This is an optimization exercise on Yosys and OpenROAD, whose aim is small area, not a production implementation. In this exercise RTL edits were held to simulation tests only and were not proved equivalent to the original. Power is estimated from default activity; no workload was simulated. No driver is modelled on the clock port, so clocking that relies on it looks cheaper here than on a real chip.

## run A
==> flow/design.v (excerpt) <==
module regfile_wb #(
   parameter int XLEN = 32,
   parameter int NREGS = 32
) (
   input  logic            clk,
   input  logic            rst,
   input  logic [XLEN-1:0] read_data42,
   input  logic [XLEN-1:0] alu_out42,
   input  logic            memtoreg42,
   input  logic            wr_en42,
   input  logic [4:0]      write_reg42,
   input  logic [4:0]      rs1_addr,
   input  logic [4:0]      rs2_addr,
   output logic [XLEN-1:0] rs1_data,
   output logic [XLEN-1:0] rs2_data,
   output logic [XLEN-1:0] wb_data,
   output logic [31:0]     wb_count
);
   logic [XLEN-1:0] regs_q [1:NREGS-1];
   logic [XLEN-1:0] regs_d [1:NREGS-1];
   logic [NREGS-1:1] ld, hold, sel1, sel2;
   logic [3:0]      wlo_n, r1lo_n, r2lo_n;
   logic [7:0]      whi_n, r1hi_n, r2hi_n;
   logic            commit, cnt_inc, cnt_hold;
   logic [32:0]     carry;
   logic [31:0]     carry_in;
   logic [31:0]     wb_count_q, wb_count_d;
   wb_mux #(.XLEN(XLEN)) u_wb_mux (
      .read_data42 (read_data42),
      .alu_out42   (alu_out42),
      .memtoreg42  (memtoreg42),
      .wb_data     (wb_data)
   );
   always_comb begin
      for (int j = 0; j < 4; j++) begin
         wlo_n[j]  = !(write_reg42[1:0] == 2'(j));
         r1lo_n[j] = !(rs1_addr[1:0] == 2'(j));
         r2lo_n[j] = !(rs2_addr[1:0] == 2'(j));
      end
      for (int k = 0; k < 8; k++) begin
  ...
clock: 7.0 ns
lec_check: 0
cap_margin: 5
core_margin: 2
core_utilization: 45
setup_slack_margin: 0.2
slew_margin: 5
synth_hierarchical: 1
synth_minimum_keep_size: 0
standard.sh (not shown) runs the stock make flow with config.mk's settings and CLKGATE_MAP_FILE= SYNTH_SCRIPT=/design/flow/synth_recipe.tcl, a recipe that flattens the netlist after the stock synthesis.
==> flow/flow/run.sh <==
#!/bin/bash
# Standard ORFS layout with two changes: small port buffers, and a clock
# tree with its own leaf clustering and no dummy loads. Each tool's output
# is kept in the ORFS logs under orfs/logs; make's own output goes to
# flow_make.log.
set -euo pipefail
export BUFFER_PORTS_ARGS="-buffer_cell sky130_fd_sc_hd__buf_1"
export CTS_ARGS="-sink_clustering_enable -repair_clock_nets -dont_use_dummy_load -buf_list sky130_fd_sc_hd__clkbuf_8 -sink_clustering_size 18 -sink_clustering_max_diameter 50"
bash standard.sh > flow_make.log 2>&1
Setup changes, run A to run B
- CAP_MARGIN changed from 5 to 20
- SLEW_MARGIN changed from 5 to 20
diff --git a/flow/flow/run.sh b/flow/flow/run.sh
--- a/flow/flow/run.sh
+++ b/flow/flow/run.sh
@@ -7,3 +7,3 @@
 export BUFFER_PORTS_ARGS="-buffer_cell sky130_fd_sc_hd__buf_1"
-export CTS_ARGS="-sink_clustering_enable -repair_clock_nets -dont_use_dummy_load -buf_list sky130_fd_sc_hd__clkbuf_8 -sink_clustering_size 18 -sink_clustering_max_diameter 50"
+export CTS_ARGS="-sink_clustering_enable -repair_clock_nets -dont_use_dummy_load -buf_list sky130_fd_sc_hd__clkbuf_16 -sink_clustering_size 28 -sink_clustering_max_diameter 60"
 bash standard.sh > flow_make.log 2>&1
Findings:
- Re final core utilization: run A and run B aren't equal, and the lower value belongs to run A.
- On number of sequential storage elements, run A and run B are neck and neck.
- Of run A and run B, the higher share of power burned in the clock network belongs to run B.
- Compared with run A, run B shows hold slack lower by 0.0039 ns.
- [compare] base=run A new=run B: count of clock-net buffers in the final layout went down; met3 layer wire length in the routed design shrank by 610 um; total clock buffers created by CTS fell 31%; critical path data arrival time higher.
- Against run A, run B comes in 2.3 points higher on fraction of the cycle the final worst path needs.
What run C does differently from run B at the input level:
- CAP_MARGIN changed from 20 to 5
- PLACE_DENSITY newly set to 0.85
- SLEW_MARGIN changed from 20 to 5
diff --git a/flow/flow/run.sh b/flow/flow/run.sh
--- a/flow/flow/run.sh
+++ b/flow/flow/run.sh
@@ -7,3 +7,3 @@
 export BUFFER_PORTS_ARGS="-buffer_cell sky130_fd_sc_hd__buf_1"
-export CTS_ARGS="-sink_clustering_enable -repair_clock_nets -dont_use_dummy_load -buf_list sky130_fd_sc_hd__clkbuf_16 -sink_clustering_size 28 -sink_clustering_max_diameter 60"
+export CTS_ARGS="-sink_clustering_enable -repair_clock_nets -dont_use_dummy_load -buf_list sky130_fd_sc_hd__clkbuf_16 -sink_clustering_size 30 -sink_clustering_max_diameter 90"
 bash standard.sh > flow_make.log 2>&1
Results
Diff run B -> run C: pin slew with the least headroom to its limit increased 0.16 ns; minimum setup slack in the final design went down; number of global-route vias before repair went down by about 3%. Via count on run C is behind run B.

==> what the ideal ports hide <==
In the flow no input, the clock included, has a driving cell. The finished layouts below were timed again as built, in two steps. Step 1 sets driving cells, clkbuf_16 on the clock port and buf_2 on the other inputs (assumed; they add their load-dependent delay and slew). Step 2 times the ports against the registers' clock, not the clock port: input delays grow and output delays shrink by t, the midpoint of the rising clock arrivals with the driver on. Slacks: no drivers / after step 1 / after step 2; pairs: no drivers / after step 1.
| run | shift t [ns] | setup slack, ns | worst slew at a driven data input, ns |
|---|---|---|---|
| run A | 0.828 | 1.086 / 0.926 / 0.926 | 0.20 |
| run B | 0.693 | 0.927 / 0.825 / 0.825 | 0.21 |
| run C | 0.696 | 0.909 / 0.863 / 0.863 | 0.22 |
After both steps every run listed still meets setup and hold. The setup slack of run A, which loses most, moves by -0.160 ns with the drivers and by -0.160 ns with both steps.
